Context: an optimization exercise on an open-source flow, tuned for small area and a short achievable clock period. The choices shown serve that exercise and are no tape-out recipe. In this exercise RTL edits were held to simulation tests only and were not proved equivalent to the original. Power and IR drop assume default switching activity.

--- design.v ---
package imem_pkg;
  typedef enum logic {
    IMEM_LOAD = 1'b0,
    IMEM_RUN  = 1'b1
  } imem_state_e;
  localparam int IMEM_ADDR_W = 8;
  localparam int IMEM_DATA_W = 16;
  localparam int IMEM_DEPTH  = 256;
  function automatic logic even_par(input logic [63:0] d);
    return (^d);
  endfunction
endpackage
module imem_ram #(
  parameter int WIDTH = 16
) (
  input  logic                clk,
  input  logic [255:0]        i_we,
  input  logic [255:0]        i_hold,
  input  logic [WIDTH-1:0]    i_wdata_n,
  input  logic [63:0]         i_lo_n,    
  input  logic [15:0]         i_hi,
  output logic [4*WIDTH-1:0]  o_rdata_q
);
  logic [256*WIDTH-1:0] w_mem_n;
  for (genvar w = 0; w < 256; w++) begin : g_word
    for (genvar b = 0; b < WIDTH; b++) begin : g_bit
      imem_bit u_bit (
        .clk    (clk),
        .i_we   (i_we[w]),
        .i_hold (i_hold[w]),
        .i_d    (i_wdata_n[b]),
        .o_q    (w_mem_n[w*WIDTH + b])
      );
    end
  end
  for (genvar b = 0; b < WIDTH; b++) begin : g_rd
    logic [15:0] w_gn;      
    for (genvar g = 0; g < 16; g++) begin : g_grp
      logic [15:0] w_col_n;
      logic [7:0]  w_l1;    
      logic [3:0]  w_l2;    
      logic        w_l3;    
      for (genvar l = 0; l < 16; l++) begin : g_col
        assign w_col_n[l] = w_mem_n[(g*16 + l)*WIDTH + b];
      end
      for (genvar k = 0; k < 8; k++) begin : g_l1
        imem_oai22 u_g (.i_a(w_col_n[2*k +: 2]), .i_s(i_lo_n[16*(b/4) + 2*k +: 2]), .o_y(w_l1[k]));
      end
      for (genvar k = 0; k < 4; k++) begin : g_l2
        imem_nor #(.N(2)) u_g (.i_a(w_l1[2*k +: 2]), .o_y(w_l2[k]));
      end
      imem_nand #(.N(4)) u_l3 (.i_a(w_l2), .o_y(w_l3));
      imem_nand #(.N(2)) u_l4 (.i_a({i_hi[g], w_l3}), .o_y(w_gn[g]));
    end
    for (genvar k = 0; k < 4; k++) begin : g_l5
      imem_nand #(.N(4)) u_g (.i_a(w_gn[4*k +: 4]), .o_y(o_rdata_q[k*WIDTH + b]));
    end
  end
endmodule
module imem_bit (
  input  logic clk,
  input  logic i_we,
  input  logic i_hold,
  input  logic i_d,
  output logic o_q
);
  logic r_q;
  always_ff @(posedge clk) begin
    r_q <= (i_d & i_we) | (r_q & i_hold);
  end
  assign o_q = r_q;
endmodule
module imem_dec4 (
  input  logic [3:0]  i_a,
  output logic [15:0] o_n
);
  logic [3:0] w_p0, w_p1;
  imem_pre2 u_p0 (.i_a(i_a[1:0]), .o_y(w_p0));
  imem_pre2 u_p1 (.i_a(i_a[3:2]), .o_y(w_p1));
  for (genvar k = 0; k < 16; k++) begin : g_k
    imem_nand #(.N(2)) u_g (.i_a({w_p1[k/4], w_p0[k%4]}), .o_y(o_n[k]));
  end
endmodule
module imem_pre2 (
  input  logic [1:0] i_a,
  output logic [3:0] o_y
);
  for (genvar k = 0; k < 4; k++) begin : g_k
    assign o_y[k] = (i_a == 2'(k));
  end
endmodule
module imem_oai22 (
  input  logic [1:0] i_a,
  input  logic [1:0] i_s,
  output logic       o_y
);
  assign o_y = !((i_a[0] | i_s[0]) & (i_a[1] | i_s[1]));
endmodule
module imem_nand #(
  parameter int N = 4
) (
  input  logic [N-1:0] i_a,
  output logic         o_y
);
  assign o_y = !(&i_a);
endmodule
module imem_nor #(
  parameter int N = 4
) (
  input  logic [N-1:0] i_a,
  output logic         o_y
);
  assign o_y = !(|i_a);
endmodule
module imem_boot #(
  parameter int ADDR_W = imem_pkg::IMEM_ADDR_W,
  parameter int DATA_W = imem_pkg::IMEM_DATA_W,
  parameter int DEPTH  = imem_pkg::IMEM_DEPTH
) (
  input  logic              clk,
  input  logic              rst_n,
  input  logic              ld_valid,
  input  logic [DATA_W-1:0] ld_data,
  input  logic              ld_last,
  output logic              ld_ready,
  input  logic              reload,
  output logic              boot_done,
  output logic [ADDR_W:0]   ld_count,
  input  logic              fetch_en,
  input  logic [ADDR_W-1:0] fetch_addr,
  output logic [DATA_W-1:0] fetch_data,
  output logic              fetch_valid,
  output logic              parity_err
);
  localparam int LO_W = ADDR_W / 2;
  localparam int HI_W = ADDR_W - LO_W;
  logic              r_run;        
  logic              r_ld_ready;   
  logic [ADDR_W:0]   r_cnt;
  logic              r_vld;
  logic [4*DATA_W-1:0] r_rdata_q;    
  logic              w_accept;
  logic [DEPTH-1:0]  w_we;
  logic [DEPTH-1:0]  w_hold;
  logic [4*(1<<LO_W)-1:0] w_pa;    
  logic [(1<<HI_W)-1:0] w_pb;
  logic [4*DATA_W-1:0] w_rdata_q;
  assign w_accept = !r_run && ld_valid;
  for (genvar w = 0; w < DEPTH; w++) begin : g_we
    assign w_we[w]   = w_accept && (r_cnt[ADDR_W-1:0] == ADDR_W'(w));
    assign w_hold[w] = !(r_ld_ready && ld_valid && (r_cnt[ADDR_W-1:0] == ADDR_W'(w)));
  end
  for (genvar c = 0; c < 4; c++) begin : g_pa
    imem_dec4 u_dec (.i_a(fetch_addr[LO_W-1:0]), .o_n(w_pa[c*(1<<LO_W) +: (1<<LO_W)]));
  end
  for (genvar a = 0; a < (1 << HI_W); a++) begin : g_pb
    assign w_pb[a] = (fetch_addr[ADDR_W-1:LO_W] == HI_W'(a));
  end
  always_ff @(posedge clk or negedge rst_n) begin
    if (!rst_n) begin
      r_run      <= 1'b0;
      r_ld_ready <= 1'b1;
      r_cnt      <= '0;
      r_vld      <= 1'b0;
    end else if (!r_run) begin
      r_vld <= 1'b0;
      if (ld_valid) begin
        r_cnt <= r_cnt + 1'b1;
        if (ld_last || (&r_cnt[ADDR_W-1:0])) begin
          r_run      <= 1'b1;
          r_ld_ready <= 1'b0;
        end
      end
    end else begin
      r_vld <= fetch_en && !reload;
      if (reload) begin
        r_run      <= 1'b0;
        r_ld_ready <= 1'b1;
        r_cnt      <= '0;
      end
    end
  end
  always_ff @(posedge clk) begin
    r_rdata_q <= w_rdata_q;
  end
  imem_ram #(
    .WIDTH (DATA_W)
  ) u_ram (
    .clk     (clk),
    .i_we    (w_we),
    .i_hold  (w_hold),
    .i_wdata_n (~ld_data),
    .i_lo_n  (w_pa),
    .i_hi    (w_pb),
    .o_rdata_q (w_rdata_q)
  );
  assign ld_ready    = r_ld_ready;
  assign boot_done   = r_run;
  assign ld_count    = r_cnt;
  assign fetch_valid = r_vld;
  for (genvar b = 0; b < DATA_W; b++) begin : g_out
    logic [1:0] w_n;
    imem_nor #(.N(2)) u_lo (.i_a({r_rdata_q[b],            r_rdata_q[DATA_W + b]}),   .o_y(w_n[0]));
    imem_nor #(.N(2)) u_hi (.i_a({r_rdata_q[2*DATA_W + b], r_rdata_q[3*DATA_W + b]}), .o_y(w_n[1]));
    imem_nand #(.N(2)) u_or (.i_a(w_n), .o_y(fetch_data[b]));
  end
  assign parity_err  = 1'b0;
endmodule
--- constraint.sdc ---
create_clock -name core_clock -period 4.5 [get_ports {clk}]
set_input_delay 0.9000 -clock core_clock [delete_from_list [all_inputs] [get_ports {clk}]]
set_output_delay 0.9000 -clock core_clock [all_outputs]
set_load 0.01 [all_outputs]
--- flow/run.sh ---
#!/bin/bash
# The standard layout, with the port buffers placed as sky130_fd_sc_hd__buf_4 instead of the
# buffer cell that buffer_ports picks by default (a slow delay buffer).
set -euo pipefail
bash standard.sh "BUFFER_PORTS_ARGS=-buffer_cell sky130_fd_sc_hd__buf_4" finish > standard.log 2>&1
--- config.mk ---
export PLATFORM = sky130hd
export DESIGN_NAME = imem_boot
export DESIGN_NICKNAME = imem_boot
export VERILOG_FILES = /design/flow/design.v
export SDC_FILE = /design/flow/constraint.sdc
export NUM_CORES = 4
export LEC_CHECK = 0
export CAP_MARGIN = 20
export CORE_MARGIN = 2
export CORE_UTILIZATION = 50
export CTS_CLUSTER_DIAMETER = 100
export CTS_CLUSTER_SIZE = 25
export SETUP_SLACK_MARGIN = 1.9
export SLEW_MARGIN = 20
export SYNTH_HIERARCHICAL = 1
--- standard.sh ---
#!/bin/bash
# synth_recipe.tcl (not shown) runs the flow's synth.tcl, then flattens the netlist and writes it again
# the make line also repeats each setting of config.mk as NAME=value (left out here)
make -C /OpenROAD-flow-scripts/flow DESIGN_CONFIG=/design/flow/config.mk WORK_HOME=/design/flow/orfs CLKGATE_MAP_FILE= SYNTH_SCRIPT=/design/flow/synth_recipe.tcl "${@:-finish}"
==> results.tsv <==
metric	value	unit
final_common_cell	dfxtp_1	
critPathMaxStageDelay	0.43	ns
area_growth	14.6	%
first_global_vias	123000	
drt_iter0_drc	24800	
cts_sinks	4172	
seqPwrFrac	58.8	%
path_cells	buf_4, and2b_2, nand2_8, buf_16, o22ai_1, nor2_1, nand4_1, nand2_1, nand4_1	
skew	0.0378	ns
core-area	285000	sq um
hpwl	452000	um
cp.depth	9	
grt_pass1_wl	972000	um
crit_required	5.24	ns
root_buffer	clkbuf_16	
hold_class	in -> reg	
io_pins	59	
rsz0062_at_grt	yes	
crit_type	in -> reg	
finalHoldViolCount	0	
netSwitchingPower	0.0183	W
ant_nets	0	
reg2regPathDepth	11	
die-area	290000	sq um
routed_wl	718000	um
status	timing/DRC/antenna clean	
ys_seq_area_share	58.4	%
htree_levels	4	
port_buffers	57	
start_util	50.2	%
placementRows	196	
grt.total_usage	46.3	%
synth_cells	12800	
cpMaxStageDelayCell	nand4_1	
dr.pass1.iters	10	
critPathTopFamily	simple AND/OR/NAND/NOR gates	
ir_drop	0.000388	V
dpl_worst_slack	0.542	ns
gp_congestion	1.02	
die_x	539	um
grt_max_degree	143	
startpoint_type	input pin	
ys_warn_count	8	
timing.slew.headroom	20.1	%
p_sw_share	27.4	%
cp_data_arrival_time	3.73	ns
overflow	0	
clk_latency	0.96	ns
setup_viol	0	
path_max_fanout	22	
path_clk_slew	0.10	ns
syn_nets	12900	
post-route-period-util	66.5	%
viasPerCell	7.70	
period_needed	2.99	ns
cellLeakagePower	65.1	nW
vias	135000	
ys_seq_elements	4172	
clock_power_share	29.8	%
critPathCaptureType	register	
cts_tree	built	
drcViolationCount	0	
tightest_slew	1.20	ns
numCtsBuffers	189	
syn_area	143000	sq um
antenna_found_initial	47	
p_comb_share	11.3	%
critical_path_buf_inv_count	2	
internal-power	0.0486	W
finalMaxSlewViolations	0	
final_cell_mix	dfxtp_1, a22o_1, o22ai_1	
maxCapViolations	0	
drive_gt1_share	12.0	%
ys_types	41	
path_common_cell	nand4_1	
avgSynthCellArea	11.1	sq um
wire_per_inst	40.8	um
power	0.0669	W
min_path_cells	2	
die_h	539	um
clockBufferDepth	4	
tns	0	ns
cellPowerDensity	408	nW/um^2
worst_slack	1.51	ns
finalNetCount	13800	
fmax	0.334	GHz
## path summary, 6_finish.rpt
kind | startpoint | to | slack (ns)
min in group asynchronous | rst_n | r_cnt[4]$_DFFE_PN0P_ | 0.31
setup reg to reg | r_cnt[0]$_DFFE_PN0P_ | u_ram.g_word[74].g_bit[6].u_bit.r_q$_DFF_P_ | 1.82
hold / removal | reload | r_vld$_DFF_PN0_ | 0.11
max in group asynchronous | rst_n | r_ld_ready$_DFFE_PN1P_ | 3.95
setup / recovery | fetch_addr[2] | r_rdata_q[27]$_DFF_P_ | 1.51
hold reg to reg | u_ram.g_word[33].g_bit[4].u_bit.r_q$_DFF_P_ | u_ram.g_word[33].g_bit[4].u_bit.r_q$_DFF_P_ | 0.48
## Yosys stat by module (local to each module, per instance), excerpt
| module | cells inside | cell area (sq um) | flip-flops and latches |
|---|---|---|---|
| imem_pre2 | 4 | 26.3 | 0 |
| imem_boot | 857 | 4940 | 76 |
| imem_oai22 | 1 | 6.26 | 0 |
| imem_bit | 2 | 28.8 | 1 |
## logic make-up after synthesis
| family | synth area share, % |
|---|---|
| flip-flops | 58.4 |
| buffers and inverters | 0.324 |
| AND/OR/NAND/NOR | 7.11 |
| AO/OA/AOI/OAI | 34.1 |
| other | 0.00262 |
| multiplexers | 0.00700 |
| adder cells (fa/ha/maj) | 0.0350 |
## timing repair
action,in CTS,in global routing
gates cloned,3,15
pin swaps,46,37
setup endpoints to repair,4180,1591
setup buffers,54,52
hold buffers,1,0
gates resized for setup,655,171
endpoints found under the hold margin,12,0
## synth_stat cells (all sizes together)
cell    number  share of area, %
o211a        1            0.0070
nor2      1355               3.6
and3b        2             0.012
clkbuf      34             0.089
nand2b      13             0.057
or4bb        1            0.0079
a22o      4096                25
inv         23             0.060
and2b        8             0.049
nor3        20              0.12
o221ai       1            0.0061
a21oi        1            0.0035
nand3       23             0.080
conb         1            0.0026
mux2i        1            0.0070
nor3b        1            0.0052
ha           4             0.035
o211ai       3             0.016
nor2b       18             0.079
or3          1            0.0044
o22ai     2048               9.0
or4          2             0.013
dfxtp     4160                58
o31ai        2             0.010
o21ai        5             0.017
dfstp        1             0.018
nor4         1            0.0044
nand3b       3             0.016
nand4      328               1.4
and2         9             0.046
a311o        1            0.0070
nand2      616               1.6
dfrtp       11              0.19
buf         47              0.17
## stage by stage
stage / utilization [%] / cell area [sq um] / instances / hold WS (ns)
4_1_cts: 57.0 / 162000 / 17500 / 0.0795
3_5_place_dp: 54.2 / 155000 / 17200 / 0.455
6_report: 57.5 / 164000 / 17600 / 0.114
3_3_place_gp: 54.2 / 154000 / 17200 / 0.456
2_1_floorplan: - / 143000 / 12800 / 0.443
5_1_grt: 57.5 / 164000 / 17600 / 0.110
## registers in the layout, summed over array words and instances, names as in the netlist
name,flops
u_ram.g_word.g_bit.u_bit.r_q,4096
r_rdata_q,64
r_cnt,9
r_ld_ready,1
r_run,1
r_vld,1
## metal layers
layer  GRT usage, %  share of wire (%)  up-vias
met1           60.6                 37    67400
met5              0              0.016        -
met4           34.7                9.0       16
li1               -                  -    53900
met2           63.0                 40    11800
met3           15.1                 15     2206
## area by class of cell
cell class              count  area [sq um]
fillers                 23900        121000
flip-flops and latches   4172         83700
multi-input cells        8582         62500
repair buffers            806          7860
clock buffers             198          4880
well taps                3762          4710
inverters                  23           146
diodes                     29          72.6
clock inverters             7          67.6
## power groups by stage
stage	sequential (W)	combinational [W]	clock [W]
6_report	0.0393	0.00757	0.0200
5_1_grt	0.0394	0.00756	0.0211
4_1_cts	0.0393	0.00692	0.0198
3_5_place_dp	0.0401	0.00653	0
3_3_place_gp	0.0400	0.00644	0
2_1_floorplan	0.0397	0.00329	0

[separate check: timing with driven ports]
In the flow no input, the clock included, has a driving cell. The finished layout below was timed again as built, in two steps. Step 1 sets driving cells, clkbuf_16 on the clock port and buf_2 on the other inputs (assumed; they add their load-dependent delay and slew). Step 2 moves the port delays by t, midway between the first and last clock arrival at a register: inputs arrive t later, outputs are due t later. That takes back most of the time a late clock gives input paths. Slacks: ideal / step 1 / step 2; pairs: ideal / step 1.
t (ns): 1.068
setup slack, ns: 1.506 / 1.410 / 0.342
hold slack, ns: 0.114 / 0.027 / 0.482
worst data-port slew with drivers (ns): 0.21
After both steps setup and hold are still met in this run. The setup slack of this run moves by -0.096 ns with the drivers and by -1.164 ns with both steps.
